What follows belongs to an exercise in optimizing a design on an open flow for small area, a short achievable clock period and few clock cycles; a production flow would make more cautious choices. In this exercise RTL edits were held to simulation tests only and were not proved equivalent to the original. No activity file was given, so power comes from the tool's default toggle rates.

==> design/flow/design.v <==
`default_nettype none
package ps2kb_pkg;
   localparam int KEY_MAP_BITS_DEF = 256;
   localparam int REPORT_SLOTS_DEF = 6;
   localparam int MAX_SLOTS        = 6;
   localparam int FIFO_DEPTH       = 2;
   localparam int RSP_DATA_W       = 64;
   localparam int RSP_ROLL_BIT     = 8 + 8 * MAX_SLOTS;
   localparam logic MODE_BYTE = 1'b0;
   localparam logic MODE_TICK = 1'b1;
   localparam logic [7:0] PRE_EXT    = 8'hE0;
   localparam logic [7:0] PRE_PAUSE  = 8'hE1;
   localparam logic [7:0] PRE_BREAK  = 8'hF0;
   localparam logic [7:0] PAUSE_HOLD = 8'h14;
   localparam logic [9:0] CODE_PAUSE    = 10'h277;
   localparam logic [9:0] CODE_APP      = 10'd303;
   localparam logic [9:0] CODE_KP_DIV   = 10'd330;
   localparam logic [9:0] CODE_KP_ENTER = 10'd346;
   localparam logic [9:0] EXT_BASE      = 10'd361;
   localparam int         NORMAL_LEN    = 132;
   localparam int         EXT_LEN       = 21;
   localparam logic [7:0] KEY_PAUSE    = 8'd72;
   localparam logic [7:0] KEY_APP      = 8'd101;
   localparam logic [7:0] KEY_KP_DIV   = 8'd84;
   localparam logic [7:0] KEY_KP_ENTER = 8'd88;
   localparam logic [9:0] TICK_MAX = 10'd1023;
   function automatic logic [7:0] normal_code(input logic [7:0] idx);
      logic [7:0] val;
      case (idx)
         8'd0: val = 8'd1;
         8'd1: val = 8'd66;
         8'd3: val = 8'd62;
         8'd4: val = 8'd60;
         8'd5: val = 8'd58;
         8'd6: val = 8'd59;
         8'd7: val = 8'd69;
         8'd9: val = 8'd67;
         8'd10: val = 8'd65;
         8'd11: val = 8'd63;
         8'd12: val = 8'd61;
         8'd13: val = 8'd43;
         8'd14: val = 8'd53;
         8'd21: val = 8'd20;
         8'd22: val = 8'd30;
         8'd26: val = 8'd29;
         8'd27: val = 8'd22;
         8'd28: val = 8'd4;
         8'd29: val = 8'd26;
         8'd30: val = 8'd31;
         8'd33: val = 8'd6;
         8'd34: val = 8'd27;
         8'd35: val = 8'd7;
         8'd36: val = 8'd8;
         8'd37: val = 8'd33;
         8'd38: val = 8'd32;
         8'd41: val = 8'd44;
         8'd42: val = 8'd25;
         8'd43: val = 8'd9;
         8'd44: val = 8'd23;
         8'd45: val = 8'd21;
         8'd46: val = 8'd34;
         8'd49: val = 8'd17;
         8'd50: val = 8'd5;
         8'd51: val = 8'd11;
         8'd52: val = 8'd10;
         8'd53: val = 8'd28;
         8'd54: val = 8'd35;
         8'd58: val = 8'd16;
         8'd59: val = 8'd13;
         8'd60: val = 8'd24;
         8'd61: val = 8'd36;
         8'd62: val = 8'd37;
         8'd65: val = 8'd54;
         8'd66: val = 8'd14;
         8'd67: val = 8'd12;
         8'd68: val = 8'd18;
         8'd69: val = 8'd39;
         8'd70: val = 8'd38;
         8'd73: val = 8'd55;
         8'd74: val = 8'd56;
         8'd75: val = 8'd15;
         8'd76: val = 8'd51;
         8'd77: val = 8'd19;
         8'd78: val = 8'd45;
         8'd82: val = 8'd52;
         8'd84: val = 8'd47;
         8'd85: val = 8'd46;
         8'd88: val = 8'd57;
         8'd90: val = 8'd40;
         8'd91: val = 8'd48;
         8'd93: val = 8'd49;
         8'd97: val = 8'd100;
         8'd102: val = 8'd42;
         8'd105: val = 8'd89;
         8'd107: val = 8'd92;
         8'd108: val = 8'd95;
         8'd112: val = 8'd98;
         8'd113: val = 8'd99;
         8'd114: val = 8'd90;
         8'd115: val = 8'd93;
         8'd116: val = 8'd94;
         8'd117: val = 8'd96;
         8'd118: val = 8'd41;
         8'd119: val = 8'd83;
         8'd120: val = 8'd68;
         8'd121: val = 8'd87;
         8'd122: val = 8'd91;
         8'd123: val = 8'd86;
         8'd124: val = 8'd85;
         8'd125: val = 8'd97;
         8'd126: val = 8'd71;
         8'd131: val = 8'd64;
         default: val = 8'd0;
      endcase
      normal_code = val;
   endfunction
   function automatic logic [7:0] ext_code(input logic [4:0] idx);
      logic [7:0] val;
      case (idx)
         5'd0: val = 8'd77;
         5'd2: val = 8'd80;
         5'd3: val = 8'd74;
         5'd7: val = 8'd73;
         5'd8: val = 8'd76;
         5'd9: val = 8'd81;
         5'd11: val = 8'd79;
         5'd12: val = 8'd82;
         5'd17: val = 8'd78;
         5'd19: val = 8'd70;
         5'd20: val = 8'd75;
         default: val = 8'd0;
      endcase
      ext_code = val;
   endfunction
   typedef struct packed {
      logic       tick;
      logic       key_make;
      logic [7:0] key;
      logic [7:0] mods;
   } cmd_type;
   function automatic logic [7:0] lookup_key(input logic [9:0] code);
      logic [7:0] key;
      logic [9:0] ext_off;
      key     = 8'd0;
      ext_off = code - EXT_BASE;
      if (code < 10'(NORMAL_LEN)) begin
         key = normal_code(code[7:0]);
      end else if (code == CODE_PAUSE) begin
         key = KEY_PAUSE;
      end else if (code == CODE_APP) begin
         key = KEY_APP;
      end else if (code == CODE_KP_DIV) begin
         key = KEY_KP_DIV;
      end else if (code == CODE_KP_ENTER) begin
         key = KEY_KP_ENTER;
      end else if (code >= EXT_BASE && code < EXT_BASE + 10'(EXT_LEN)) begin
         key = ext_code(ext_off[4:0]);
      end
      lookup_key = key;
   endfunction
   function automatic logic [7:0] modifier_mask(input logic [9:0] code);
      logic [7:0] mask;
      unique case (code)
         10'h014: mask = 8'b0000_0001;
         10'h012: mask = 8'b0000_0010;
         10'h011: mask = 8'b0000_0100;
         10'h11F: mask = 8'b0000_1000;
         10'h114: mask = 8'b0001_0000;
         10'h059: mask = 8'b0010_0000;
         10'h111: mask = 8'b0100_0000;
         10'h127: mask = 8'b1000_0000;
         default: mask = 8'b0000_0000;
      endcase
      modifier_mask = mask;
   endfunction
   function automatic logic [6:0] code_token(input logic [9:0] code);
      logic [6:0] t;
      case (code)
         10'h000: t = 7'd1;
         10'h001: t = 7'd66;
         10'h003: t = 7'd62;
         10'h004: t = 7'd60;
         10'h005: t = 7'd58;
         10'h006: t = 7'd59;
         10'h007: t = 7'd69;
         10'h009: t = 7'd67;
         10'h00a: t = 7'd65;
         10'h00b: t = 7'd63;
         10'h00c: t = 7'd61;
         10'h00d: t = 7'd43;
         10'h00e: t = 7'd53;
         10'h011: t = 7'd106;
         10'h012: t = 7'd105;
         10'h014: t = 7'd104;
         10'h015: t = 7'd20;
         10'h016: t = 7'd30;
         10'h01a: t = 7'd29;
         10'h01b: t = 7'd22;
         10'h01c: t = 7'd4;
         10'h01d: t = 7'd26;
         10'h01e: t = 7'd31;
         10'h021: t = 7'd6;
         10'h022: t = 7'd27;
         10'h023: t = 7'd7;
         10'h024: t = 7'd8;
         10'h025: t = 7'd33;
         10'h026: t = 7'd32;
         10'h029: t = 7'd44;
         10'h02a: t = 7'd25;
         10'h02b: t = 7'd9;
         10'h02c: t = 7'd23;
         10'h02d: t = 7'd21;
         10'h02e: t = 7'd34;
         10'h031: t = 7'd17;
         10'h032: t = 7'd5;
         10'h033: t = 7'd11;
         10'h034: t = 7'd10;
         10'h035: t = 7'd28;
         10'h036: t = 7'd35;
         10'h03a: t = 7'd16;
         10'h03b: t = 7'd13;
         10'h03c: t = 7'd24;
         10'h03d: t = 7'd36;
         10'h03e: t = 7'd37;
         10'h041: t = 7'd54;
         10'h042: t = 7'd14;
         10'h043: t = 7'd12;
         10'h044: t = 7'd18;
         10'h045: t = 7'd39;
         10'h046: t = 7'd38;
         10'h049: t = 7'd55;
         10'h04a: t = 7'd56;
         10'h04b: t = 7'd15;
         10'h04c: t = 7'd51;
         10'h04d: t = 7'd19;
         10'h04e: t = 7'd45;
         10'h052: t = 7'd52;
         10'h054: t = 7'd47;
         10'h055: t = 7'd46;
         10'h058: t = 7'd57;
         10'h059: t = 7'd109;
         10'h05a: t = 7'd40;
         10'h05b: t = 7'd48;
         10'h05d: t = 7'd49;
         10'h061: t = 7'd100;
         10'h066: t = 7'd42;
         10'h069: t = 7'd89;
         10'h06b: t = 7'd92;
         10'h06c: t = 7'd95;
         10'h070: t = 7'd98;
         10'h071: t = 7'd99;
         10'h072: t = 7'd90;
         10'h073: t = 7'd93;
         10'h074: t = 7'd94;
         10'h075: t = 7'd96;
         10'h076: t = 7'd41;
         10'h077: t = 7'd83;
         10'h078: t = 7'd68;
         10'h079: t = 7'd87;
         10'h07a: t = 7'd91;
         10'h07b: t = 7'd86;
         10'h07c: t = 7'd85;
         10'h07d: t = 7'd97;
         10'h07e: t = 7'd71;
         10'h083: t = 7'd64;
         10'h111: t = 7'd110;
         10'h114: t = 7'd108;
         10'h11f: t = 7'd107;
         10'h127: t = 7'd111;
         10'h12f: t = 7'd101;
         10'h14a: t = 7'd84;
         10'h15a: t = 7'd88;
         10'h169: t = 7'd77;
         10'h16b: t = 7'd80;
         10'h16c: t = 7'd74;
         10'h170: t = 7'd73;
         10'h171: t = 7'd76;
         10'h172: t = 7'd81;
         10'h174: t = 7'd79;
         10'h175: t = 7'd82;
         10'h17a: t = 7'd78;
         10'h17c: t = 7'd70;
         10'h17d: t = 7'd75;
         10'h277: t = 7'd72;
         default: t = 7'd0;
      endcase
      code_token = t;
   endfunction
endpackage
`default_nettype wire
`default_nettype none
module ps2kb_code_token(code, token);
  input [9:0] code;
  wire [9:0] code;
  output [6:0] token;
  wire [6:0] token;
  wire n0;
  wire n1;
  wire n10;
  wire n100;
  wire n101;
  wire n102;
  wire n103;
  wire n104;
  wire n105;
  wire n106;
  wire n107;
  wire n108;
  wire n109;
  wire n11;
  wire n110;
  wire n111;
  wire n112;
  wire n113;
  wire n114;
  wire n115;
  wire n116;
  wire n117;
  wire n118;
  wire n119;
  wire n12;
  wire n120;
  wire n121;
  wire n122;
  wire n123;
  wire n124;
  wire n125;
  wire n126;
  wire n127;
  wire n128;
  wire n129;
  wire n13;
  wire n130;
  wire n131;
  wire n132;
  wire n133;
  wire n134;
  wire n135;
  wire n136;
  wire n137;
  wire n138;
  wire n139;
  wire n14;
  wire n140;
  wire n141;
  wire n142;
  wire n143;
  wire n144;
  wire n145;
  wire n146;
  wire n147;
  wire n148;
  wire n149;
  wire n15;
  wire n150;
  wire n151;
  wire n152;
  wire n153;
  wire n154;
  wire n155;
  wire n156;
  wire n157;
  wire n158;
  wire n159;
  wire n16;
  wire n160;
  wire n161;
  wire n162;
  wire n163;
  wire n164;
  wire n165;
  wire n166;
  wire n167;
  wire n168;
  wire n169;
  wire n17;
  wire n170;
  wire n171;
  wire n172;
  wire n173;
  wire n174;
  wire n175;
  wire n176;
  wire n177;
  wire n178;
  wire n179;
  wire n18;
  wire n180;
  wire n181;
  wire n182;
  wire n183;
  wire n184;
  wire n185;
  wire n186;
  wire n187;
  wire n188;
  wire n189;
  wire n19;
  wire n190;
  wire n191;
  wire n192;
  wire n193;
  wire n194;
  wire n195;
  wire n196;
  wire n197;
  wire n198;
  wire n199;
  wire n2;
  wire n20;
  wire n200;
  wire n201;
  wire n202;
  wire n203;
  wire n204;
  wire n205;
  wire n206;
  wire n207;
  wire n208;
  wire n209;
  wire n21;
  wire n210;
  wire n211;
  wire n212;
  wire n213;
  wire n214;
  wire n215;
  wire n216;
  wire n217;
  wire n218;
  wire n219;
  wire n22;
  wire n220;
  wire n221;
  wire n222;
  wire n223;
  wire n224;
  wire n225;
  wire n226;
  wire n227;
  wire n228;
  wire n229;
  wire n23;
  wire n230;
  wire n231;
  wire n232;
  wire n233;
  wire n234;
  wire n235;
  wire n236;
  wire n237;
  wire n238;
  wire n239;
  wire n24;
  wire n240;
  wire n241;
  wire n242;
  wire n243;
  wire n244;
  wire n245;
  wire n246;
  wire n247;
  wire n248;
  wire n249;
  wire n25;
  wire n250;
  wire n251;
  wire n252;
  wire n253;
  wire n254;
  wire n255;
  wire n256;
  wire n257;
  wire n258;
  wire n259;
  wire n26;
  wire n260;
  wire n261;
  wire n262;
  wire n263;
  wire n264;
  wire n265;
  wire n266;
  wire n267;
  wire n268;
  wire n269;
  wire n27;
  wire n270;
  wire n271;
  wire n272;
  wire n273;
  wire n274;
  wire n275;
  wire n276;
  wire n277;
  wire n278;
  wire n279;
  wire n28;
  wire n280;
  wire n281;
  wire n282;
  wire n283;
  wire n284;
  wire n285;
  wire n286;
  wire n287;
  wire n288;
  wire n289;
  wire n29;
  wire n290;
  wire n291;
  wire n292;
  wire n293;
  wire n294;
  wire n295;
  wire n296;
  wire n297;
  wire n298;
  wire n299;
  wire n3;
  wire n30;
  wire n300;
  wire n301;
  wire n302;
  wire n303;
  wire n304;
  wire n305;
  wire n306;
  wire n307;
  wire n308;
  wire n309;
  wire n31;
  wire n310;
  wire n311;
  wire n312;
  wire n313;
  wire n32;
  wire n33;
  wire n34;
  wire n35;
  wire n36;
  wire n37;
  wire n38;
  wire n39;
  wire n4;
  wire n40;
  wire n41;
  wire n42;
  wire n43;
  wire n44;
  wire n45;
  wire n46;
  wire n47;
  wire n48;
  wire n49;
  wire n5;
  wire n50;
  wire n51;
  wire n52;
  wire n53;
  wire n54;
  wire n55;
  wire n56;
  wire n57;
  wire n58;
  wire n59;
  wire n6;
  wire n60;
  wire n61;
  wire n62;
  wire n63;
  wire n64;
  wire n65;
  wire n66;
  wire n67;
  wire n68;
  wire n69;
  wire n7;
  wire n70;
  wire n71;
  wire n72;
  wire n73;
  wire n74;
  wire n75;
  wire n76;
  wire n77;
  wire n78;
  wire n79;
  wire n8;
  wire n80;
  wire n81;
  wire n82;
  wire n83;
  wire n84;
  wire n85;
  wire n86;
  wire n87;
  wire n88;
  wire n89;
  wire n9;
  wire n90;
  wire n91;
  wire n92;
  wire n93;
  wire n94;
  wire n95;
  wire n96;
  wire n97;
  wire n98;
  wire n99;
  assign n296 = ~code[4];
  assign n295 = code[9] | code[7];
  assign n294 = code[5] & ~(n295);
  assign n293 = code[2] & code[1];
  assign n292 = n294 ? n296 : n293;
  assign n291 = code[1] | ~(code[2]);
  assign n290 = ~(code[6] & code[3]);
  assign n289 = ~(n290 | n291);
  assign n288 = n289 & ~(code[0]);
  assign n287 = code[3] & code[1];
  assign n286 = ~n287;
  assign n285 = code[1] & ~(code[0]);
  assign n284 = n285 | code[8];
  assign n283 = n286 & ~(n284);
  assign n282 = code[7] | ~(code[5]);
  assign n281 = ~(code[6] & code[4]);
  assign n280 = n281 | n282;
  assign n279 = code[1] & ~(code[2]);
  assign n278 = code[6] | code[4];
  assign n277 = n279 & ~(n278);
  assign n276 = code[5] | ~(code[7]);
  assign n275 = n277 & ~(n276);
  assign n274 = n280 & ~(n275);
  assign n273 = n283 & ~(n274);
  assign n272 = ~(n273 | n288);
  assign n271 = n292 & ~(n272);
  assign n270 = ~code[8];
  assign n269 = n281 | n270;
  assign n268 = n294 & ~(n269);
  assign n267 = n268 | n271;
  assign n266 = n294 & ~(code[8]);
  assign n265 = code[0] & code[1];
  assign n264 = code[3] & code[2];
  assign n263 = ~(n264 | n265);
  assign n262 = code[3] & ~(code[1]);
  assign n261 = n263 & ~(n262);
  assign n260 = ~(code[2] | code[0]);
  assign n259 = n260 & n287;
  assign n258 = n291 & ~(n259);
  assign n257 = n266 ? n261 : n258;
  assign n256 = n267 & ~(n257);
  assign n255 = n295 | code[5];
  assign n254 = n270 & ~(n255);
  assign n253 = n254 & ~(code[6]);
  assign n252 = n253 & ~(n296);
  assign n251 = n252 & n285;
  assign n250 = n281 | ~(n254);
  assign n249 = ~(n250 | n264);
  assign n248 = n249 | n251;
  assign n247 = ~code[2];
  assign n246 = code[1] & ~(n253);
  assign n245 = n246 | n247;
  assign n244 = n248 & ~(n245);
  assign n243 = code[8] & ~(code[6]);
  assign n242 = ~n243;
  assign n241 = code[4] & ~(n255);
  assign n240 = n241 & ~(n242);
  assign n239 = n278 | ~(n266);
  assign n238 = code[6] & ~(code[4]);
  assign n237 = n238 & n254;
  assign n236 = n237 | ~(n239);
  assign n235 = n236 | n240;
  assign n234 = ~code[6];
  assign n233 = code[0] & ~(code[2]);
  assign n232 = n233 & ~(code[3]);
  assign n231 = n234 & ~(n232);
  assign n230 = ~n233;
  assign n229 = code[0] & ~(code[1]);
  assign n228 = ~(n229 | n285);
  assign n227 = code[3] ? n230 : n228;
  assign n226 = n227 | n231;
  assign n225 = n235 & ~(n226);
  assign n224 = n225 | n244;
  assign n223 = n224 | n256;
  assign n222 = ~code[0];
  assign n221 = n264 & ~(n239);
  assign n220 = code[2] & ~(code[3]);
  assign n219 = code[6] | ~(code[4]);
  assign n218 = n266 & ~(n219);
  assign n217 = n218 | n237;
  assign n216 = ~(n217 & n220);
  assign n215 = n216 & ~(n221);
  assign n214 = n222 & ~(n215);
  assign n213 = n266 & ~(code[3]);
  assign n212 = ~(n285 & n247);
  assign n211 = n212 | n281;
  assign n210 = ~(n285 & code[2]);
  assign n209 = n238 & ~(n210);
  assign n208 = code[6] | ~(code[0]);
  assign n207 = n279 & ~(n208);
  assign n206 = n207 | n277;
  assign n205 = n206 | n209;
  assign n204 = n211 & ~(n205);
  assign n203 = n213 & ~(n204);
  assign n202 = code[2] & code[0];
  assign n201 = ~(n202 & n287);
  assign n200 = n240 & ~(n201);
  assign n199 = ~(code[3] | code[1]);
  assign n198 = ~(n199 | n287);
  assign n197 = n266 & ~(n198);
  assign n196 = n222 & ~(n294);
  assign n195 = n202 | n281;
  assign n194 = ~(n195 | n196);
  assign n193 = n194 & n197;
  assign n192 = n247 & ~(n198);
  assign n191 = ~code[1];
  assign n190 = code[4] & ~(n264);
  assign n189 = n191 & ~(n190);
  assign n188 = n189 | n192;
  assign n187 = n208 | ~(n254);
  assign n186 = n188 & ~(n187);
  assign n185 = n186 | n193;
  assign n184 = n185 | n200;
  assign n183 = n184 | n203;
  assign n182 = n254 & ~(code[4]);
  assign n181 = n182 & n289;
  assign n180 = n233 & ~(code[1]);
  assign n179 = ~(n180 | n259);
  assign n178 = n220 & n265;
  assign n177 = n178 | ~(n179);
  assign n176 = n281 | ~(n266);
  assign n175 = n176 | n199;
  assign n174 = n177 & ~(n175);
  assign n173 = n174 | n181;
  assign n172 = ~code[3];
  assign n171 = n210 & ~(n207);
  assign n170 = n182 & ~(n171);
  assign n169 = n294 & ~(code[4]);
  assign n168 = ~(n293 & code[0]);
  assign n167 = n168 | n242;
  assign n166 = n169 & ~(n167);
  assign n165 = ~(n166 | n170);
  assign n164 = n172 & ~(n165);
  assign n163 = n164 | n173;
  assign n162 = n163 | n183;
  assign n161 = n162 | n214;
  assign token[1] = n161 | n223;
  assign n160 = code[3] & ~(code[0]);
  assign n159 = n268 & ~(n160);
  assign n158 = ~(code[3] | code[2]);
  assign n157 = ~(n158 | n264);
  assign n156 = n157 & n229;
  assign n155 = n156 | code[1];
  assign n154 = n159 & ~(n155);
  assign n153 = ~(n154 | n271);
  assign n152 = n251 & ~(n220);
  assign n151 = ~(n152 | n200);
  assign n150 = ~(n151 | n160);
  assign n149 = n202 | n260;
  assign n148 = n199 & ~(code[6]);
  assign n147 = n149 | ~(n148);
  assign n146 = n241 & ~(n147);
  assign n145 = n146 | n150;
  assign n144 = n145 | ~(n153);
  assign n143 = n197 & n238;
  assign n142 = n153 & ~(n143);
  assign n141 = n233 & ~(n142);
  assign n140 = ~(n254 & n262);
  assign n139 = ~(n140 & n257);
  assign n138 = n222 ? n293 : n158;
  assign n137 = ~(n138 | n289);
  assign n136 = n137 | n296;
  assign n135 = n277 | n288;
  assign n134 = n136 & ~(n135);
  assign n133 = n266 & ~(n134);
  assign n132 = code[4] | code[0];
  assign n131 = n133 & ~(n132);
  assign n130 = code[3] | code[0];
  assign n129 = n240 & ~(n130);
  assign n128 = ~(n129 | n194);
  assign n127 = n128 & ~(n131);
  assign n126 = n139 & ~(n127);
  assign n125 = n126 | n141;
  assign n124 = n169 & ~(n230);
  assign n123 = n124 & ~(n290);
  assign n122 = n176 & ~(n123);
  assign n121 = n247 & ~(n122);
  assign n120 = n273 & ~(code[9]);
  assign n119 = n295 | code[2];
  assign n118 = n243 | ~(n287);
  assign n117 = n118 | n119;
  assign n116 = n117 | n254;
  assign n115 = n196 & ~(n116);
  assign n114 = ~(n202 & n191);
  assign n113 = n114 & ~(n279);
  assign n112 = n113 | ~(n263);
  assign n111 = n159 & ~(n112);
  assign n110 = ~(n111 | n115);
  assign n109 = n254 & ~(n278);
  assign n108 = n109 & n177;
  assign n107 = ~(n108 | n166);
  assign n106 = ~(n107 & n110);
  assign n105 = n106 | n120;
  assign n104 = n105 | n121;
  assign n103 = n104 | n125;
  assign token[6] = n103 | n144;
  assign n102 = ~(code[3] & code[0]);
  assign n101 = n130 & n102;
  assign n100 = n101 | ~(n268);
  assign n99 = token[6] & ~(n100);
  assign n98 = n101 | n250;
  assign n97 = n98 | n158;
  assign n96 = code[0] ? n172 : n157;
  assign n95 = n109 & ~(n96);
  assign n94 = n95 | n123;
  assign n93 = n97 & ~(n94);
  assign n92 = n191 & ~(n93);
  assign n91 = n236 & ~(n114);
  assign n90 = ~(n157 & code[1]);
  assign n89 = n109 & ~(n90);
  assign n88 = n89 | n91;
  assign n87 = ~(n88 | n133);
  assign n86 = ~(n87 & n151);
  assign n85 = n86 | n92;
  assign n84 = n182 | code[1];
  assign n83 = n84 | ~(n176);
  assign n82 = n83 & ~(n202);
  assign n81 = n96 | ~(n218);
  assign n80 = n82 & ~(n81);
  assign n79 = n149 | n286;
  assign n78 = n182 & ~(n79);
  assign n77 = n78 | n166;
  assign n76 = n77 | n80;
  assign n75 = ~(n249 & n160);
  assign n74 = n237 & ~(n102);
  assign n73 = n74 | n221;
  assign n72 = n75 & ~(n73);
  assign n71 = n191 & ~(n72);
  assign n70 = n71 | n173;
  assign n69 = n70 | n76;
  assign n68 = n69 | n85;
  assign token[0] = n68 | n99;
  assign n67 = n291 | ~(n101);
  assign n66 = n252 & ~(n67);
  assign n65 = n218 & ~(n114);
  assign n64 = n65 | n66;
  assign n63 = n296 & ~(n110);
  assign n62 = n63 | n64;
  assign n61 = n62 | n224;
  assign n60 = n92 & ~(n270);
  assign n59 = n60 | n76;
  assign n58 = n252 & ~(n172);
  assign n57 = n245 & ~(n58);
  assign n56 = n82 & ~(n57);
  assign n55 = n56 & ~(n296);
  assign n54 = n230 | ~(n236);
  assign n53 = n260 | ~(n228);
  assign n52 = n109 & ~(n53);
  assign n51 = n254 & ~(n211);
  assign n50 = n51 | n221;
  assign n49 = n50 | n52;
  assign n48 = n54 & ~(n49);
  assign n47 = n286 & ~(n48);
  assign n46 = n47 | n55;
  assign n45 = n46 | n59;
  assign n44 = n45 | n61;
  assign token[2] = n44 | n125;
  assign n43 = ~(n156 | n288);
  assign n42 = n236 & ~(n43);
  assign n41 = ~(n158 & n191);
  assign n40 = n132 & ~(n41);
  assign n39 = code[4] & ~(n114);
  assign n38 = n290 & ~(n210);
  assign n37 = n38 | n39;
  assign n36 = n37 | n40;
  assign n35 = n148 | ~(n266);
  assign n34 = n36 & ~(n35);
  assign n33 = ~(n34 | n42);
  assign n32 = ~(n33 & n165);
  assign n31 = ~(n109 & code[2]);
  assign n30 = n31 & ~(n249);
  assign n29 = n139 & ~(n30);
  assign n28 = n237 & ~(n179);
  assign n27 = ~(n98 | n113);
  assign n26 = n27 | n28;
  assign n25 = n26 | n29;
  assign n24 = n25 | n32;
  assign token[5] = n24 | n145;
  assign n23 = n26 | n56;
  assign n22 = n121 & ~(n191);
  assign n21 = ~(n179 | n262);
  assign n20 = n67 & ~(n21);
  assign n19 = n218 & ~(n20);
  assign n18 = ~(n39 & n253);
  assign n17 = ~(n18 & n110);
  assign n16 = n17 | n19;
  assign n15 = n16 | n22;
  assign n14 = n15 | n23;
  assign n13 = ~(n220 | n265);
  assign n12 = n13 | n293;
  assign n11 = n109 & ~(n12);
  assign n10 = n123 & ~(code[8]);
  assign n9 = n10 | n11;
  assign n8 = n9 | n131;
  assign n7 = n8 | n70;
  assign token[4] = n7 | n14;
  assign n6 = ~(n266 & n191);
  assign n5 = n6 | ~(n33);
  assign n4 = ~(n5 & n165);
  assign n3 = n238 | ~(n220);
  assign n2 = n4 & ~(n3);
  assign n1 = n16 | n124;
  assign n0 = n243 | ~(n262);
  assign n313 = n1 & ~(n0);
  assign n312 = n313 | n2;
  assign n311 = ~(code[4] | code[2]);
  assign n310 = n213 & ~(n311);
  assign n309 = n310 | n182;
  assign n308 = n220 & ~(n266);
  assign n307 = ~(code[6] & code[1]);
  assign n306 = n307 | n202;
  assign n305 = n306 | n308;
  assign n304 = n309 & ~(n305);
  assign n303 = n218 | ~(n116);
  assign n302 = n303 & ~(n204);
  assign n301 = n302 | n251;
  assign n300 = n301 | n29;
  assign n299 = n300 | n304;
  assign n298 = n299 | n8;
  assign n297 = n298 | n144;
  assign token[3] = n297 | n312;
endmodule
`default_nettype wire
`default_nettype none
module ps2_keyboard_to_hid_report #(
   parameter int KEY_MAP_BITS = ps2kb_pkg::KEY_MAP_BITS_DEF,
   parameter int REPORT_SLOTS = ps2kb_pkg::REPORT_SLOTS_DEF
) (
   input  wire logic                          clock,
   input  wire logic                          reset,
   input  wire logic                          req_tvalid,
   output logic                               req_tready,
   input  wire logic                          req_tuser,   
   input  wire logic [7:0]                    req_tdata,   
   output logic                               rsp_tvalid,
   input  wire logic                          rsp_tready,
   output logic [ps2kb_pkg::RSP_DATA_W-1:0]   rsp_tdata,
   input  wire logic                          csr_valid,
   output logic                               csr_ready,
   input  wire logic [9:0]                    csr_data     
);
   localparam int NS = 6;   
   localparam logic [127:0] KEYS = 128'h0000003ffffffffffffbfffffffffff2;
   localparam logic [6:0]   KEY_TOP = 7'd101;   
   assign csr_ready = 1'b1;
   logic busy_ff;                       
   logic e_go;                          
   logic do_scan;                       
   logic       a_valid_ff, s_valid_ff, rdy_ff;
   logic [8:0] a_item_ff, s_item_ff;    
   logic       a_take;                  
   logic       acc;
   assign req_tready = rdy_ff;
   assign acc        = req_tvalid && rdy_ff;
   always_ff @(posedge clock) begin
      if (reset) begin
         a_valid_ff <= 1'b0;
         s_valid_ff <= 1'b0;
         rdy_ff     <= 1'b0;
      end else begin
         if (!a_valid_ff || a_take) begin
            a_valid_ff <= s_valid_ff || acc;
            s_valid_ff <= 1'b0;
            rdy_ff     <= 1'b1;
         end else if (acc) begin
            s_valid_ff <= 1'b1;
            rdy_ff     <= 1'b0;
         end else begin
            rdy_ff     <= !s_valid_ff;
         end
      end
   end
   always_ff @(posedge clock) begin
      if (!a_valid_ff || a_take) begin
         a_item_ff <= s_valid_ff ? s_item_ff : {req_tuser, req_tdata};
      end
      if (!s_valid_ff) begin
         s_item_ff <= {req_tuser, req_tdata};
      end
   end
   logic       e0_ff, e1_ff, rel_ff;
   logic       b_valid_ff, b_tick_ff, b_brk_ff;
   logic [6:0] b_key_ff;
   logic       b_load;                  
   logic       m_load;                  
   logic [7:0] d_byte;
   logic [6:0] d_key;
   logic       d_pre_e0, d_pre_e1, d_drop, d_pre_f0, d_done;
   assign a_take   = a_valid_ff && b_load;
   assign d_byte   = a_item_ff[7:0];
   ps2kb_code_token u_token (
      .code  ({e1_ff, e0_ff, d_byte}),
      .token (d_key)
   );
   assign d_pre_e0 = !e1_ff && d_byte == ps2kb_pkg::PRE_EXT;
   assign d_pre_e1 = !e1_ff && d_byte == ps2kb_pkg::PRE_PAUSE;
   assign d_drop   = e1_ff && d_byte == ps2kb_pkg::PAUSE_HOLD;
   assign d_pre_f0 = d_byte == ps2kb_pkg::PRE_BREAK;
   assign d_done   = !(d_pre_e0 || d_pre_e1 || d_drop || d_pre_f0);
   always_ff @(posedge clock) begin
      if (reset) begin
         e0_ff  <= 1'b0;
         e1_ff  <= 1'b0;
         rel_ff <= 1'b0;
      end else if (a_take && !a_item_ff[8]) begin
         if (d_pre_e0) begin
            e0_ff <= 1'b1;
         end else if (d_pre_e1) begin
            e1_ff <= 1'b1;
         end else if (d_drop) begin
         end else if (d_pre_f0) begin
            rel_ff <= 1'b1;
         end else begin
            e0_ff  <= 1'b0;
            e1_ff  <= 1'b0;
            rel_ff <= 1'b0;
         end
      end
   end
   assign b_load = !b_valid_ff || m_load;
   always_ff @(posedge clock) begin
      if (reset) begin
         b_valid_ff <= 1'b0;
      end else if (b_load) begin
         b_valid_ff <= a_valid_ff && (a_item_ff[8] || d_done);
      end
   end
   always_ff @(posedge clock) begin
      if (b_load) begin
         b_tick_ff <= a_item_ff[8];
         b_brk_ff  <= rel_ff;
         b_key_ff  <= d_key;
      end
   end
   logic [127:0] map_ff;
   logic [9:0]   rem_ff;                
   logic         m_valid_ff, m_tick_ff, m_brk_ff, m_member_ff;
   logic [6:0]   m_key_ff;
   logic [6:0]   km;                    
   logic         e_wr;                  
   logic         m_member;
   assign m_load   = !busy_ff && (!m_valid_ff || e_go) && !do_scan;
   assign km       = busy_ff ? rem_ff[6:0] : b_key_ff;
   assign m_member = (e_wr && m_key_ff == km) ? !m_brk_ff : map_ff[km];
   always_ff @(posedge clock) begin
      if (reset) begin
         m_valid_ff <= 1'b0;
      end else if (busy_ff) begin
         m_valid_ff <= rem_ff[6:0] != 7'd0 && !scan_end;
      end else if (m_load) begin
         m_valid_ff <= b_valid_ff;
      end else if (e_go) begin
         m_valid_ff <= 1'b0;
      end
   end
   always_ff @(posedge clock) begin
      if (busy_ff || m_load) begin
         m_tick_ff   <= !busy_ff && b_tick_ff;
         m_brk_ff    <= b_brk_ff;
         m_key_ff    <= km;
         m_member_ff <= m_member;
      end
   end
   logic [7:0]         mods_ff;
   logic [NS-1:0][6:0] slot_ff;
   logic               over_ff;         
   logic [6:0]         cnt_ff;          
   logic [9:0]         idle_ff;
   logic               rsp_valid_ff;
   logic [6:0]         k;
   logic [NS-1:0]      lt;
   logic               is_mod, is_key, chg, scan_end;
   logic               do_ins, do_del, do_roll, do_rep;
   assign rsp_tvalid = rsp_valid_ff;
   always_comb begin
      rsp_tdata        = '0;
      rsp_tdata[7:0]   = mods_ff;
      for (int s = 0; s < NS; s++) begin
         rsp_tdata[8 + 8 * s +: 7] = slot_ff[s];
      end
      rsp_tdata[ps2kb_pkg::RSP_ROLL_BIT] = over_ff;
   end
   assign e_go     = m_valid_ff && !busy_ff && (!rsp_valid_ff || rsp_tready);
   assign k        = m_key_ff;
   assign is_mod   = !m_tick_ff && k[6:3] == 4'b1101;
   assign is_key   = !m_tick_ff && k[6:3] != 4'b1101 && k != 7'd0;
   assign e_wr     = e_go && is_key;
   assign chg      = m_member_ff == m_brk_ff;   
   assign scan_end = busy_ff && m_valid_ff && m_member_ff && slot_ff[NS-2] != 7'd0;
   always_comb begin
      for (int s = 0; s < NS; s++) begin
         lt[s] = slot_ff[s] != 7'd0 && slot_ff[s] < k;
      end
   end
   always_comb begin
      do_ins  = 1'b0;
      do_del  = 1'b0;
      do_roll = 1'b0;
      do_scan = 1'b0;
      do_rep  = 1'b0;
      if (busy_ff) begin
         do_ins = m_valid_ff && m_member_ff;
         do_rep = scan_end;
      end else if (e_go) begin
         if (m_tick_ff) begin
            do_rep = idle_ff != 10'd0 && rem_ff == 10'd1;
         end else begin
            if (is_key && chg) begin
               if (!m_brk_ff) begin
                  do_roll = !over_ff && cnt_ff == 7'd6;
                  do_ins  = !over_ff && cnt_ff != 7'd6;
               end else begin
                  do_scan = over_ff && cnt_ff == 7'd7;
                  do_del  = !over_ff;
               end
            end
            do_rep = !do_scan;
         end
      end
   end
   logic [7:0]  map_row;
   logic [15:0] map_col;
   logic        map_v;
   assign map_v  = !m_brk_ff && !reset;
   always_comb begin
      for (int j = 0; j < 8; j++) map_row[j] = reset || (e_wr && k[6:4] == 3'(j));
      for (int m = 0; m < 16; m++) map_col[m] = reset || k[3:0] == 4'(m);
   end
   for (genvar i = 0; i < 128; i++) begin : g_map
      if (KEYS[i]) begin : g_bit
         always_ff @(posedge clock) begin
            if (map_row[i / 16] && map_col[i % 16]) begin
               map_ff[i] <= map_v;
            end
         end
      end else begin : g_none
         assign map_ff[i] = 1'b0;
      end
   end
   for (genvar s = 0; s < NS; s++) begin : g_slot
      logic       pos, en;
      logic [6:0] lower, upper, shifted, d;
      assign pos     = !lt[s] && (s == 0 || lt[s == 0 ? 0 : s-1]);
      assign lower   = (s == 0) ? 7'd0 : slot_ff[s == 0 ? 0 : s-1];
      assign upper   = (s == NS - 1) ? 7'd0 : slot_ff[s == NS - 1 ? 0 : s+1];
      assign shifted = do_del ? upper : (pos ? k : lower);
      assign en      = reset || do_scan || do_roll || ((do_ins || do_del) && !lt[s]);
      assign d       = (reset || do_scan) ? 7'd0 : do_roll ? 7'd1 : shifted;
      always_ff @(posedge clock) begin
         if (en) begin
            slot_ff[s] <= d;
         end
      end
   end
   always_ff @(posedge clock) begin
      if (reset) begin
         mods_ff      <= 8'd0;
         over_ff      <= 1'b0;
         cnt_ff       <= 7'd0;
         idle_ff      <= 10'd0;
         rem_ff       <= 10'd0;
         busy_ff      <= 1'b0;
         rsp_valid_ff <= 1'b0;
      end else begin
         if (csr_valid) begin
            idle_ff <= csr_data;
         end
         if (do_rep) begin
            rsp_valid_ff <= 1'b1;
         end else if (rsp_tready) begin
            rsp_valid_ff <= 1'b0;
         end
         if (e_go && is_mod) begin
            mods_ff[k[2:0]] <= !m_brk_ff;
         end
         if (e_wr && chg) begin
            cnt_ff <= m_brk_ff ? cnt_ff - 7'd1 : cnt_ff + 7'd1;
         end
         if (do_roll) begin
            over_ff <= 1'b1;
         end
         if (do_scan) begin
            over_ff <= 1'b0;
            busy_ff <= 1'b1;
         end
         if (scan_end) begin
            busy_ff <= 1'b0;
         end
         if (csr_valid) begin
            rem_ff <= csr_data;
         end else if (do_scan) begin
            rem_ff <= {3'b000, KEY_TOP};
         end else if (do_rep) begin
            rem_ff <= idle_ff;
         end else if (busy_ff || (e_go && m_tick_ff)) begin
            rem_ff <= rem_ff - 10'd1;
         end
      end
   end
endmodule
`default_nettype wire
==> design/flow/run.sh <==
#!/bin/bash
# synth_recipe.tcl (not shown) runs the flow's synth.tcl, then flattens the netlist and writes it again
# the make line also repeats each setting of config.mk as NAME=value (left out here)
make -C /OpenROAD-flow-scripts/flow DESIGN_CONFIG=/design/flow/config.mk WORK_HOME=/design/flow/orfs CLKGATE_MAP_FILE= SYNTH_SCRIPT=/design/flow/synth_recipe.tcl finish
==> design/flow/config.mk <==
export PLATFORM = sky130hd
export DESIGN_NAME = ps2_keyboard_to_hid_report
export DESIGN_NICKNAME = ps2_keyboard_to_hid_report
export VERILOG_FILES = /design/flow/design.v
export SDC_FILE = /design/flow/constraint.sdc
export NUM_CORES = 4
export LEC_CHECK = 0
export CAP_MARGIN = 20
export CORE_MARGIN = 2
export CORE_UTILIZATION = 40
export CTS_BUF_LIST = sky130_fd_sc_hd__clkbuf_8
export PLACE_DENSITY = 0.6
export SETUP_SLACK_MARGIN = 5.0
export SLEW_MARGIN = 20
==> design/flow/constraint.sdc <==
create_clock -name core_clock -period 8.0 [get_ports {clock}]
set_input_delay 1.6000 -clock core_clock [delete_from_list [all_inputs] [get_ports {clock}]]
set_output_delay 1.6000 -clock core_clock [all_outputs]
set_load 0.01 [all_outputs]
==> results of run 1 <==
-- metrics by stage --
step           power, W  utilization (%)  cells
6_report       0.003155            49.61   1893
4_1_cts        0.003152            49.20   1889
3_5_place_dp   0.002090            44.72   1741
2_1_floorplan  0.001863                -   1330
3_3_place_gp   0.002080            44.72   1741
5_1_grt        0.003302            49.61   1893
-- synth_stat cells (7+ instances only) --
master	n	area share, %
a32oi_1	7	0.48
a31oi_1	24	1.2
o21ai_1	9	0.35
xnor2_1	16	1.1
nor4_1	13	0.63
nand3_1	40	1.6
nand2_1	105	3.1
nand2b_1	11	0.53
edfxtp_1	168	39
o31ai_1	7	0.41
o22ai_1	8	0.39
buf_4	15	0.87
dfxtp_1	55	8.6
clkbuf_1	54	1.6
buf_2	8	0.31
a21oi_1	108	4.2
a311oi_1	7	0.48
nor3_1	40	1.6
o221ai_1	8	0.54
nor2b_1	14	0.68
a21o_1	10	0.58
nor2_1	198	5.8
nand4_1	8	0.39
inv_1	33	0.96
ha_1	65	6.3
a211oi_1	12	0.70
mux2i_1	77	6.0
mux2_2	12	1.0
o21ai_0	64	2.5
-- cell families after synthesis --
| family | Yosys count |
|---|---|
| fa+ha+maj | 66 |
| other cells | 2 |
| simple gates | 477 |
| compound gates | 316 |
| xor+xnor | 18 |
| mux | 94 |
| flops | 223 |
| buf+inv | 122 |
-- report_power, final --
group	internal, W	switching (W)	total (W)
logic	0.000291	0.000464	0.000755
clock network	0.000549	0.000466	0.00102
registers	0.00134	0.0000477	0.00138
total	0.00218	0.000978	0.00316
-- cell type report --
cell class,instances,share of cell area (%)
multi-input combinational,986,42.20
sequential,223,39.17
timing repair buffer,175,9.598
clock buffer,49,4.297
tap,402,3.205
inverter,37,1.004
clock inverter,21,0.5341
-- per-layer routing --
metal	track usage (%)	vias to the layer above	part of all wire, %
met2	39.94	462	48
met3	3.645	93	6.2
met4	9.184	0	3.2
li1	-	5148	-
met1	31.06	5377	43
met5	0	-	0
-- flip-flops by register name (all words and copies together), names as in the netlist, 7 cells and up --
signal	cells
a_item_ff	9
idle_ff	10
m_key_ff	7
cnt_ff	7
slot_ff	42
map_ff	98
s_item_ff	9
b_key_ff	7
mods_ff	8
rem_ff	10
-- how the worst max path moves through the flow --
stage,end,slack [ns],cells after the start
finish,b_key_ff[5],5.03,6
global route,b_key_ff[0],4.88,9
CTS,slot_ff[34],5.00,12
detailed placement,slot_ff[35],3.24,8
global placement,slot_ff[35],3.34,8
floorplan,map_ff[100],4.64,5
-- worst max-delay path, delay by kind of cell, from the launching register on --
| family | cells | cell delay (ns) |
|---|---|---|
| compound gates | 3 | 0.56 |
| flops | 1 | 0.53 |
| simple gates | 3 | 1.60 |
-- timing repair --
item | in CTS | in global routing
pin swaps | 7 | 3
setup buffers | 77 | 4
hold buffers | 0 | 0
gates resized for setup | 83 | 23
setup endpoints to repair | 301 | 110
gates cloned | 1 | 0
==> notes.md, run 1 <==
Final setup viols=0; DRT iter0 DRCs=1216; Ports=91; vias in the first global route=10920; Synth Area in XOR/XNOR=1.224%; clk root buf=clkbuf_8; Worst setup SP type=flip-flop; Multi-input gate area=6623 um^2; required time worst endpoint=8.25 ns; Inserted Clock Buffers=40; Hold EP=m_brk_ff; RSZ-0062 raised after global routing=yes; Min-Delay Path Depth=0; antenna viol nets, final=0; gr usage total=23.82%; routed via count=11080; FP Rows=65; Max Root-Sink Buffers=3; main combinational cell family by area after synthesis=simple AND/OR/NAND/NOR gates; Hold Worst Slack=0.4001 ns; Max Freq=336.4 MHz; Mapped Cells=1318; adder-cell share of the synthesized area=6.471%; Initial Util=40.70%; dpl hpwl=25900 um; most common cell after layout, fill and taps aside=nor2_1; global-route wire length before repair=62340 um; asr flop ratio synth=0%; EDFF count, synth=168; design area=15700 um^2; worst vdd ir=0.0001046 V; yosys warns=30; Compound-Gate Fraction of Synth Area=15.30%; sinks on the clock net=223; Skew-Pair Late Insertion Delay=0.56 ns; Clock Skew=0.04484 ns; Pre-Repair DR Iteration Count=5; register area=6147 um^2; Cell Pwr Density=201.0 nW/um^2; CP max FO=11; FF-to-FF path depth=6; r2r setup slk=5.03 ns; mux share of post-synthesis cell area=7.822%; Clock transition at path regs=0.06 ns; largest net degree at the start of global routing=99; Crit. Startpoint=a_item_ff[7]; Least-Margin Pin Slew=0.8655 ns; Seq/Total Area, Yosys=47.73%; die height=183.4 um; HP Class=reg -> reg; Total Wirelength=40030 um; final worst-path cycle share=37.16%; # fillers=2991; simple-gate share of the synthesized area=17.19%; Critical Path Max Stage Delay=0.76 ns; Top FF cell, synth=edfxtp_1; Final Hold Fails=0; Final Wtd Congestion=0.9126; share of layout cells above drive strength 1=16.90%; TNS Setup=0 ns; Setup Crit Path Kind=reg -> reg; Synth cell types=83; max_slew headroom=42.30%; syn_area_per_cell=9.770 um^2; DP Area=14150 um^2; Port-buffer cells=76; area grow syn2layout=21.88%; most frequent cells in the layout=nor2_1, edfxtp_1, nand2_1, a21oi_1, buf_4; CTS tree=built; register bit total from synthesis=223; fin nets=1553; RR Endpoint=b_key_ff[5]; post-DR vias/cell=5.853; run status=timing/DRC/antenna clean; Congestion Overflow GR=0; die width=183.4 um; initial antenna violation count=0; wire length per cell=21.14 um; Worst path slowest cell=or4b_1; worst path cell trace=or4b_1 > nor4_1 > a31oi_1 > a21oi_1 > o21ai_0 > or4b_1; DRC Markers=0; H-tree depth=2; Setup WS post-layout=5.027 ns; worst slack, placed=3.240 ns; Synth Cell Area=12880 um^2; Top cell by count, worst path=or4b_1; CP arrival=3.22 ns; DIE AREA=33640 um^2; Hold Startpoint=b_brk_ff; r2r startpoint=a_item_ff[7]; max-cap violations=0; min cycle time layout=2.973 ns; Core ar.=31640 um^2; ANT cells=0; Leak=6.221 nW; Max Transition Viols Final=0; Critical Path End Type=flip-flop
Testbench counts, summed over its fixed seeds: cycles 6,924.
==> run 2: changes to the inputs <==
--- a/design/flow/config.mk
+++ b/design/flow/config.mk
@@ -10,3 +10,2 @@
 export CORE_UTILIZATION = 40
-export CTS_BUF_LIST = sky130_fd_sc_hd__clkbuf_8
 export PLACE_DENSITY = 0.6
==> run 2 against run 1 <==
Global-route usage rose by 0.075 points. Critical path depth rose by 3. Via count fell by 0.16%. Total power rose by 1.2%. Synthesized area did not move. Still clean on timing, DRC and antenna. Wire length rose by 0.56%. Largest cell class unchanged.
==> notes.md, run 2 <==
Clock Skew=0.01095 ns (was 0.04484 ns); gr usage total=23.90% (was 23.82%); Tot Pwr=0.003192 W (was 0.003155 W); TNS Setup=0 ns (unchanged); final worst-path cycle share=37.14% (was 37.16%); Post-synth top cells=nor2_1, edfxtp_1, a21oi_1 (unchanged); Pre-Repair DR Iteration Count=5 (unchanged); required time worst endpoint=8.19 ns (was 8.25 ns); Core ar.=31640 um^2 (unchanged); dpl hpwl=25900 um (unchanged); EDFF count, synth=168 (unchanged); Synth Area in XOR/XNOR=1.224% (unchanged); HP Class=reg -> reg (unchanged); Skew-Pair Late Insertion Delay=0.52 ns (was 0.56 ns); run status=timing/DRC/antenna clean (unchanged); most numerous cell in the Yosys netlist=nor2_1 (unchanged); DRC Markers=0 (unchanged); Seq/Total Area, Yosys=47.73% (unchanged); Clock transition at path regs=0.06 ns (about the same); Top FF cell, synth=edfxtp_1 (unchanged); DIE AREA=33640 um^2 (unchanged); FP Rows=65 (unchanged); DRT iter0 DRCs=1154 (was 1216); Critical Path End Type=flip-flop (unchanged); Cell Pwr Density=201.8 nW/um^2 (was 201.0 nW/um^2); post-placement cell count=1741 (unchanged); CP arrival=3.16 ns (was 3.22 ns); clk root buf=clkbuf_16 (was clkbuf_8); adder-cell share of the synthesized area=6.471% (unchanged); Worst setup SP type=input port (was flip-flop); die height=183.4 um (unchanged); Critical Path Max Stage Delay=0.32 ns (was 0.76 ns); Congestion Overflow GR=0 (unchanged); Synth Cell Area=12880 um^2 (unchanged); Synth top area share=39.18% (unchanged); ANT cells=0 (unchanged); share of layout cells above drive strength 1=16.99% (was 16.90%); final core utilization=49.99% (was 49.61%); Final setup viols=0 (unchanged); CP max FO=7 (was 11); Total Wirelength=40250 um (was 40030 um); top post-synthesis cells by area=edfxtp_1, dfxtp_1, ha_1, mux2i_1, nor2_1 (unchanged); cell type with the largest total area after synthesis=edfxtp_1 (unchanged); largest net degree at the start of global routing=99 (unchanged); Top cell by count, worst path=nor3b_4 (was or4b_1); fin cells=1879 (was 1893); Final Hold Fails=0 (unchanged); Inserted Clock Buffers=25 (was 40); CP delay by family, top=simple AND/OR/NAND/NOR gates (unchanged); most frequent cells in the layout=nor2_1, edfxtp_1, nand2_1, a21oi_1, buf_4 (unchanged); CTS tree=built (unchanged); Hold Worst Slack=0.4210 ns (was 0.4001 ns); syn_area_per_cell=9.770 um^2 (unchanged); Largest register FFs=98 (unchanged); largest registers=map_ff x98, slot_ff x42 (unchanged); max_slew headroom=42.31% (was 42.30%); simple-gate share of the synthesized area=17.19% (unchanged); routed via count=11060 (was 11080); fin nets=1549 (was 1553); WP buf/inv=2 (was 0); post-DR vias/cell=5.887 (was 5.853); Max Root-Sink Buffers=3 (unchanged); # hold bufs at CTS=0 (unchanged); Worst path slowest cell=o21ai_4 (was or4b_1); NetSw=0.0009747 W (was 0.0009777 W); Port-buffer cells=76 (unchanged); worst vdd ir=0.0001671 V (was 0.0001046 V); antenna viol nets, final=0 (unchanged); area grow syn2layout=22.82% (was 21.88%); most common cell after layout, fill and taps aside=nor2_1 (unchanged); wire length per cell=21.42 um (was 21.14 um); cell-internal power=0.002217 W (was 0.002177 W); worst path cell trace=buf_6 > nor2b_4 > nor3b_4 > o211a_4 > nor3b_4 > buf_4 > o21ai_2 > and2_4 > o21ai_4 (was or4b_1 > nor4_1 > a31oi_1 > a21oi_1 > o21ai_0 > or4b_1); RSZ-0062 raised after global routing=yes (unchanged); Synth cell types=83 (unchanged); Switching Fraction=30.54% (was 30.99%); global-route wire length before repair=62720 um (was 62340 um); Clk network pwr share=32.5% (was 32.2%); asr flop ratio synth=0% (unchanged); register with the most flip-flops=map_ff (unchanged); Setup Crit Path Kind=in -> reg (was reg -> reg); Compound-Gate Fraction of Synth Area=15.30% (unchanged); Final Wtd Congestion=0.9126 (unchanged); max-cap violations=0 (unchanged); Max Transition Viols Final=0 (unchanged); Ports=91 (unchanged); Seq pwr share=43.4% (was 43.9%); Mapped Cells=1318 (unchanged); Leak=6.205 nW (was 6.221 nW); initial antenna violation count=0 (unchanged); yosys warns=30 (unchanged); die width=183.4 um (unchanged); min cycle time layout=2.971 ns (was 2.973 ns); Least-Margin Pin Slew=0.8654 ns (was 0.8655 ns); H-tree depth=1 (was 2); vias in the first global route=10770 (was 10920); sinks on the clock net=223 (unchanged); register bit total from synthesis=223 (unchanged); main combinational cell family by area after synthesis=simple AND/OR/NAND/NOR gates (unchanged); mux share of post-synthesis cell area=7.822% (unchanged); Initial Util=40.70% (unchanged); Gate power share=24.1% (was 23.9%); Max Freq=336.6 MHz (was 336.4 MHz)
==> run 2: cell count changes in the layout (fill, tap and decap cells not counted), moves of 2 or more <==
| cell | delta |
|---|---|
| clkbuf_16 | +25 |
| clkbuf_8 | -48 |
| inv_1 | -14 |
| o21ai_1 | -5 |
| clkbuf_1 | +6 |
| o21ai_2 | +6 |
| clkinv_2 | +3 |
| buf_4 | +8 |
| clkinvlp_4 | +2 |
==> run 2: timing repair <==
item                                   CTS  global route
setup endpoints to repair              300            80
cloned                                   3             1
resized for setup                       90            29
pin swaps                                6             5
setup buffers                           77            12
endpoints found under the hold margin    0             0
==> run 2: cell families (layout without fill, tap and decap cells) <==
logic type | after synthesis | after routing
AOI/OAI and AO/OA | 316 | 316
xor gates and xnor gates | 18 | 18
adders and majority gates | 66 | 66
buffers and inverters | 122 | 267
DFF | 223 | 223
muxes | 94 | 94
other | 2 | 14
and+or+nand+nor | 477 | 479
==> run 2: final cells by class <==
| type | count | area (um^2) |
|---|---|---|
| fillers | 2947 | 15820 |
| multi-input cells | 987 | 6679 |
| flip-flops and latches | 223 | 6147 |
| repair buffers | 184 | 1589 |
| clock buffers | 32 | 661.9 |
| well taps | 402 | 503.0 |
| inverters | 37 | 162.7 |
| clock inverters | 13 | 65.06 |
| repair inverters | 1 | 8.758 |
==> run 2: final timing paths <==
kind         cells past startpoint  slack [ns]       start          end
max reg2reg                      6        5.05       e1_ff  b_key_ff[5]
min reg2reg                      0        0.42    b_brk_ff     m_brk_ff
min                              0        0.42    b_brk_ff     m_brk_ff
max                              9        5.03  rsp_tready  slot_ff[17]
==> run 2: worst register-to-register path: cells and delay by family (launching register included) <==
family	cells	cell delay, ns
DFF	1	0.48
AOI/OAI and AO/OA	3	0.52
and+or+nand+nor	3	1.68
==> run 2: layer usage <==
layer | global-route usage (%) | wire length [um]
met1 | 31.85 | 17000
met4 | 8.608 | 1271
met3 | 2.991 | 2705
met2 | 40.03 | 19270
met5 | 0 | 0
==> run 2: stage by stage <==
step / area, um^2 / worst slack, ns
floorplan: 13300 / 4.642
global placement: 14150 / 3.345
detailed placement: 14150 / 3.240
CTS: 15580 / 5.010
global route: 15820 / 4.888
finish: 15820 / 5.029
==> run 2: power groups by stage <==
stage               logic (W)  registers (W)  clock network (W)
finish               0.000769        0.00138            0.00104
global route         0.000833        0.00139            0.00111
CTS                  0.000736        0.00138            0.00106
detailed placement   0.000640        0.00145                  0
global placement     0.000631        0.00145                  0
floorplan            0.000451        0.00141                  0
==> run 3: changes to the inputs <==
==> design/flow/flow/run.sh (new file) <==
#!/bin/bash
# The standard layout (the standard.sh, all steps), with one change to how it is made:
# the buffers that placement puts on every input and output port are buf_2 cells instead of
# the cell buffer_ports picks by default (a slow clkdlybuf4s50_1).
set -euo pipefail
printf '\nexport BUFFER_PORTS_ARGS = -buffer_cell sky130_fd_sc_hd__buf_2\n' >> config.mk
bash standard.sh > standard.log 2>&1
==> design/flow/standard.sh (new file) <==
#!/bin/bash
# synth_recipe.tcl (not shown) runs the flow's synth.tcl, then flattens the netlist and writes it again
# the make line also repeats each setting of config.mk as NAME=value (left out here)
make -C /OpenROAD-flow-scripts/flow DESIGN_CONFIG=/design/flow/config.mk WORK_HOME=/design/flow/orfs CLKGATE_MAP_FILE= SYNTH_SCRIPT=/design/flow/synth_recipe.tcl "${@:-finish}"
--- a/design/flow/config.mk
+++ b/design/flow/config.mk
@@ -10,2 +10,5 @@
 export CORE_UTILIZATION = 40
+export CTS_BUF_LIST = sky130_fd_sc_hd__clkbuf_8
+export CTS_CLUSTER_DIAMETER = 60
+export CTS_CLUSTER_SIZE = 30
 export PLACE_DENSITY = 0.6
@@ -13 +16,3 @@
 export SLEW_MARGIN = 20
+
+export BUFFER_PORTS_ARGS = -buffer_cell sky130_fd_sc_hd__buf_2
removed: design/flow/run.sh
==> run 3 against run 2 <==
Non-clock buffer count down 51. Critical path depth up 1. Clock power down 18%. Still clean on timing, DRC and antenna. Die area unchanged. Largest cell class unchanged.
==> notes.md, run 3 <==
fin nets=1496 (was 1549); GR Util met3=2.219% (was 2.991%); DIE AREA=33640 um^2 (unchanged); Gate power share=23.5% (was 24.1%); worst vdd ir=0.0001270 V (was 0.0001671 V); top post-synthesis cells by area=edfxtp_1, dfxtp_1, ha_1, mux2i_1, nor2_1 (unchanged); min cycle time layout=2.967 ns (was 2.971 ns); die height=183.4 um (unchanged); wire length per cell=21.20 um (was 21.42 um); worst slack, placed=3.647 ns (was 3.240 ns); GR Util met2=39.03% (was 40.03%); cell-internal power=0.001957 W (was 0.002217 W); register with the most flip-flops=map_ff (unchanged); Worst path slowest cell=edfxtp_1 (was o21ai_4); Synth cell types=83 (unchanged); Top cell by count, worst path=a21oi_1 (was nor3b_4); global-route wire length before repair=60620 um (was 62720 um); Post-synth top cells=nor2_1, edfxtp_1, a21oi_1 (unchanged); clk root buf=clkbuf_8 (was clkbuf_16); Clk network pwr share=28.9% (was 32.5%); NetSw=0.0009922 W (was 0.0009747 W); antenna viol nets, final=0 (unchanged); Critical Path Max Stage Delay=0.52 ns (was 0.32 ns); EDFF count, synth=168 (unchanged); Least-Margin Pin Slew=0.8644 ns (was 0.8654 ns); Worst setup SP type=flip-flop (was input port); TNS Setup=0 ns (unchanged); max_slew headroom=42.38% (was 42.31%); sinks on the clock net=223 (unchanged); Total Wirelength=38710 um (was 40250 um); Max Transition Viols Final=0 (unchanged); Core ar.=31640 um^2 (unchanged); Top FF cell, synth=edfxtp_1 (unchanged); area grow syn2layout=15.15% (was 22.82%); H-tree depth=1 (unchanged); Final Wtd Congestion=0.9239 (was 0.9126); routed via count=10840 (was 11060); cell type with the largest total area after synthesis=edfxtp_1 (unchanged); Initial Util=40.70% (unchanged); Largest register FFs=98 (unchanged); most numerous cell in the Yosys netlist=nor2_1 (unchanged); share of layout cells above drive strength 1=19.10% (was 16.99%); initial antenna violation count=0 (unchanged); met1 Use GR=30.28% (was 31.85%); CP max FO=7 (unchanged); register bit total from synthesis=223 (unchanged); max-cap violations=0 (unchanged); Multi-input gate area=6601 um^2 (was 6679 um^2); Port-buffer cells=76 (unchanged); CP arrival=3.26 ns (was 3.16 ns); Synth Cell Area=12880 um^2 (unchanged); DRC Markers=0 (unchanged); ANT cells=0 (unchanged); Skew-Pair Late Insertion Delay=0.58 ns (was 0.52 ns); yosys warns=30 (unchanged); Clock transition at path regs=0.10 ns (was 0.06 ns); Max Root-Sink Buffers=3 (unchanged); required time worst endpoint=8.29 ns (was 8.19 ns); asr flop ratio synth=0% (unchanged); syn_area_per_cell=9.770 um^2 (unchanged); die width=183.4 um (unchanged); Ports=91 (unchanged); Critical Path End Type=flip-flop (unchanged); worst path cell trace=clkinvlp_2 > ha_1 > a21o_1 > a21oi_1 > o21ai_1 > a31oi_4 > buf_12 > or2_2 > a21oi_1 > a21oi_1 (was buf_6 > nor2b_4 > nor3b_4 > o211a_4 > nor3b_4 > buf_4 > o21ai_2 > and2_4 > o21ai_4); Max Freq=337.0 MHz (was 336.6 MHz); gr usage total=22.81% (was 23.90%); run status=timing/DRC/antenna clean (unchanged); Synth top area share=39.18% (unchanged); Setup WS post-layout=5.033 ns (was 5.029 ns); FP Rows=65 (unchanged); most common cell after layout, fill and taps aside=nor2_1 (unchanged); register area=6151 um^2 (was 6147 um^2); dpl hpwl=25670 um (was 25900 um); HP Class=reg -> reg (unchanged); Inserted Clock Buffers=24 (was 25); Final Hold Fails=0 (unchanged); Mapped Cells=1318 (unchanged); vias in the first global route=10580 (was 10770); CTS tree=built (unchanged); Clock Skew=0.02683 ns (was 0.01095 ns); # fillers=2974 (was 2947); Seq pwr share=47.7% (was 43.4%); Pre-Repair DR Iteration Count=6 (was 5); largest registers=map_ff x98, slot_ff x42 (unchanged); RSZ-0062 raised after global routing=yes (unchanged); Final setup viols=0 (unchanged); final worst-path cycle share=37.09% (was 37.14%); GRT busiest layer=met2 (unchanged); Congestion Overflow GR=0 (unchanged); post-DR vias/cell=5.939 (was 5.887); Hold Worst Slack=0.4283 ns (was 0.4210 ns); most frequent cells in the layout=nor2_1, edfxtp_1, nand2_1, a21oi_1, mux2i_1 (was nor2_1, edfxtp_1, nand2_1, a21oi_1, buf_4); Cell Pwr Density=198.9 nW/um^2 (was 201.8 nW/um^2); largest net degree at the start of global routing=99 (unchanged); Leak=5.745 nW (was 6.205 nW); # hold bufs at CTS=0 (unchanged); Switching Fraction=33.65% (was 30.54%); DRT iter0 DRCs=1063 (was 1154); Setup Crit Path Kind=reg -> reg (was in -> reg); Seq/Total Area, Yosys=47.73% (unchanged)
## run 3: cell counts after synthesis
Identical to the previous run, type by type.
## run 3: final timing paths
kind | startpoint | end | slack (ns) | cells past startpoint
hold / removal | b_brk_ff | m_brk_ff | 0.43 | 0
setup / recovery | m_key_ff[1] | slot_ff[10] | 5.03 | 10
setup reg to reg | m_key_ff[1] | slot_ff[10] | 5.03 | 10
hold reg to reg | b_brk_ff | m_brk_ff | 0.43 | 0
## run 3: routing by layer
layer,routed length [um],vias to the layer above
li1,-,5024
met1,16950,5350
met2,18710,387
met3,1910,83
met4,1145,0
met5,0,-
## run 3: stage by stage
stage | instance area (um^2) | std cells | utilization, % | total power [W]
finish | 14830 | 1826 | 46.87 | 0.002949
global route | 14830 | 1826 | 46.87 | 0.003083
CTS | 14650 | 1812 | 46.31 | 0.002931
detailed placement | 13750 | 1738 | 43.47 | 0.002056
global placement | 13750 | 1738 | 43.47 | 0.002046
floorplan | 13300 | 1330 | - | 0.001863
## run 3: cell families after synthesis
family,after synthesis,share of synthesized area (%)
AND/OR/NAND/NOR,477,17.19
AO/OA/AOI/OAI,316,15.30
adder cells (fa/ha/maj),66,6.471
buffers and inverters,122,4.207
flip-flops,223,47.73
other,2,0.05832
XOR/XNOR,18,1.224
multiplexers,94,7.822
## run 3: worst max-delay path, delay by kind of cell (launching register included)
kind                     cells  cell delay [ns]
adder cells (fa/ha/maj)      1             0.39
AND/OR/NAND/NOR              1             0.35
flip-flops                   1             0.52
buffers and inverters        2             0.53
AO/OA/AOI/OAI                6             0.90
## run 3: layout make-up
class                   instances  share of cell area, %
clock buffers                  25                  2.320
clock inverters                19                  1.418
inverters                      37                  1.063
multi-input cells             986                  44.52
flip-flops and latches        223                  41.48
well taps                     402                  3.392
repair buffers                133                  5.772
repair inverters                1                0.03375
## run 3: power by group through the flow
stage          clock network, W  logic, W  registers [W]
5_1_grt                0.000913  0.000757        0.00141
4_1_cts                0.000865  0.000662        0.00140
3_3_place_gp                  0  0.000595        0.00145
2_1_floorplan                 0  0.000451        0.00141
3_5_place_dp                  0  0.000604        0.00145
6_report               0.000851  0.000692        0.00141
## run 3: repair_timing
action / in CTS / in global routing
cloned: 1 / 1
gates resized for setup: 28 / 12
setup endpoints to repair: 242 / 86
buffers inserted: 29 / 13
pin swaps: 3 / 2
==> run 4: changes to the inputs <==
--- a/design/flow/config.mk
+++ b/design/flow/config.mk
@@ -10,5 +10,2 @@
 export CORE_UTILIZATION = 40
-export CTS_BUF_LIST = sky130_fd_sc_hd__clkbuf_8
-export CTS_CLUSTER_DIAMETER = 60
-export CTS_CLUSTER_SIZE = 30
 export PLACE_DENSITY = 0.6
==> run 4 against run 3 <==
Critical path depth did not move. Synthesized cell count is the same. Flip-flop and latch count unchanged. First-iteration DRC count is 13% higher. Worst hold slack got worse by 0.0064 ns. Sequential share of layout area is 0.89 points lower. Largest cell class unchanged. Combinational power about the same. Highest routed layer unchanged. Critical path type is now in -> reg.
==> notes.md, run 4 <==
Port-buffer cells=76 (unchanged); Critical Path End Type=flip-flop (unchanged); Mapped Cells=1318 (unchanged); dpl hpwl=25670 um (unchanged); routed via count=10830 (was 10840); Congestion Overflow GR=0 (unchanged); Clk network pwr share=35.8% (was 28.9%); CP delay by family, top=simple AND/OR/NAND/NOR gates (was compound AO/OA/AOI/OAI gates); Synth Cell Area=12880 um^2 (unchanged); Initial Util=40.70% (unchanged); Setup Crit Path Kind=in -> reg (was reg -> reg); H-tree depth=1 (unchanged); worst path cell trace=buf_8 > nor2b_4 > nor3b_4 > o211a_4 > nor3b_4 > buf_4 > and3_4 > nor2_4 > buf_12 > o21ai_4 (was clkinvlp_2 > ha_1 > a21o_1 > a21oi_1 > o21ai_1 > a31oi_4 > buf_12 > or2_2 > a21oi_1 > a21oi_1); final core utilization=47.89% (was 46.87%); antenna viol nets, final=0 (unchanged); wire length per cell=21.36 um (was 21.20 um); Critical Path Max Stage Delay=0.24 ns (was 0.52 ns); asr flop ratio synth=0% (unchanged); WP buf/inv=3 (was 2); Cell Pwr Density=215.9 nW/um^2 (was 198.9 nW/um^2); RSZ-0062 raised after global routing=yes (unchanged); Least-Margin Pin Slew=0.8908 ns (was 0.8644 ns); DIE AREA=33640 um^2 (unchanged); clk root buf=clkbuf_16 (was clkbuf_8); Worst path slowest cell=o211a_4 (was edfxtp_1); Synth top area share=39.18% (unchanged); Largest register FFs=98 (unchanged); Final setup viols=0 (unchanged); ANT cells=0 (unchanged); RR Endpoint=slot_ff[37] (was slot_ff[10]); most numerous cell in the Yosys netlist=nor2_1 (unchanged); die width=183.4 um (unchanged); run status=timing/DRC/antenna clean (unchanged); post-DR vias/cell=5.919 (was 5.939); NetSw=0.0009710 W (was 0.0009922 W); worst vdd ir=0.0001591 V (was 0.0001270 V); TNS Setup=0 ns (unchanged); largest net degree at the start of global routing=99 (unchanged); FF-to-FF path depth=10 (unchanged); Total Wirelength=39090 um (was 38710 um); most frequent cells in the layout=nor2_1, edfxtp_1, nand2_1, a21oi_1, mux2i_1 (unchanged); Worst setup SP type=input port (was flip-flop); Max Transition Viols Final=0 (unchanged); gr usage total=22.84% (was 22.81%); sinks on the clock net=223 (unchanged); min cycle time layout=2.975 ns (was 2.967 ns); largest registers=map_ff x98, slot_ff x42 (unchanged); syn_area_per_cell=9.770 um^2 (unchanged); Min-Delay Path Depth=0 (unchanged); FP Rows=65 (unchanged); most common cell after layout, fill and taps aside=nor2_1 (unchanged); Top cell by count, worst path=nor3b_4 (was a21oi_1); initial antenna violation count=0 (unchanged); Switching Fraction=29.68% (was 33.65%); register with the most flip-flops=map_ff (unchanged); Post-synth top cells=nor2_1, edfxtp_1, a21oi_1 (unchanged); Seq pwr share=43.0% (was 47.7%); Clock transition at path regs=0.06 ns (was 0.10 ns); max_slew headroom=40.61% (was 42.38%); # hold bufs at CTS=0 (unchanged); Ports=91 (unchanged); Seq/Total Area, Yosys=47.73% (unchanged); required time worst endpoint=8.20 ns (was 8.29 ns); top post-synthesis cells by area=edfxtp_1, dfxtp_1, ha_1, mux2i_1, nor2_1 (unchanged); Max Freq=336.1 MHz (was 337.0 MHz); r2r setup slk=5.02 ns (was 5.03 ns); r2r startpoint=m_key_ff[1] (unchanged); Hold EP=m_brk_ff (unchanged); CP arrival=3.17 ns (was 3.26 ns); Top FF cell, synth=edfxtp_1 (unchanged); Inserted Clock Buffers=25 (was 24)
run 4: final cells by class:
type	count	area [um^2]
fillers	2930	16480
multi-input cells	987	6618
flip-flops and latches	223	6151
repair buffers	135	889.6
clock buffers	32	685.7
well taps	402	503.0
inverters	37	157.7
clock inverters	14	147.6
run 4: cell families after synthesis:
kind of cell               count (synthesis)  share of synthesized area, %
AOI/OAI and AO/OA                        316                         15.30
xor gates and xnor gates                  18                         1.224
adders and majority gates                 66                         6.471
buffers and inverters                    122                         4.207
DFF                                      223                         47.73
muxes                                     94                         7.822
other                                      2                       0.05832
and+or+nand+nor                          477                         17.19
run 4: through the flow:
stage | hold WS [ns] | instances | area (um^2) | worst slack [ns] | total power [W]
2_1_floorplan | 0.4003 | 1330 | 13300 | 4.642 | 0.001863
3_3_place_gp | 0.4053 | 1738 | 13750 | 3.736 | 0.002046
3_5_place_dp | 0.4089 | 1738 | 13750 | 3.647 | 0.002056
4_1_cts | 0.4225 | 1814 | 14920 | 5.025 | 0.003259
5_1_grt | 0.4396 | 1830 | 15150 | 4.937 | 0.003409
6_report | 0.4219 | 1830 | 15150 | 5.025 | 0.003271
run 4: worst max path at each step:
stage	depth (start not counted)	from	slack (ns)	endpoint
floorplan	5	reset	4.64	map_ff[100]
global placement	8	rsp_tready	3.74	slot_ff[35]
detailed placement	8	rsp_tready	3.65	slot_ff[35]
CTS	10	a_item_ff[2]	5.02	b_key_ff[0]
global route	9	a_item_ff[2]	4.94	b_key_ff[0]
finish	10	rsp_tready	5.02	slot_ff[37]
run 4: what timing repair did:
| item | 4_1_cts | 5_1_grt |
|---|---|---|
| pin swaps | 2 | 3 |
| resized for setup | 27 | 18 |
| setup endpoints to repair | 242 | 110 |
| cloned | 1 | 2 |
| setup buffers | 29 | 14 |
run 4: metal layers:
layer  share of wire, %  vias up  track usage [%]
met5                  0        -                0
met4                2.6        0            7.296
met3                5.7       68            2.555
met2                 48      395            39.38
met1                 43     5338            30.06
li1                   -     5031                -
run 4: power groups by stage:
stage	sequential (W)	clock, W	combinational, W
floorplan	0.00141	0	0.000451
global placement	0.00145	0	0.000595
detailed placement	0.00145	0	0.000604
CTS	0.00141	0.00119	0.000663
global route	0.00141	0.00124	0.000757
finish	0.00141	0.00117	0.000693

Re-timed with assumed drivers on the ports (clkbuf_16 on the clock, buf_2 on other inputs), run 4 has 5.027 ns of setup slack against 5.025 ns with ideal ports, and 4.453 ns once port delays also move by the mid clock arrival of 0.574 ns.
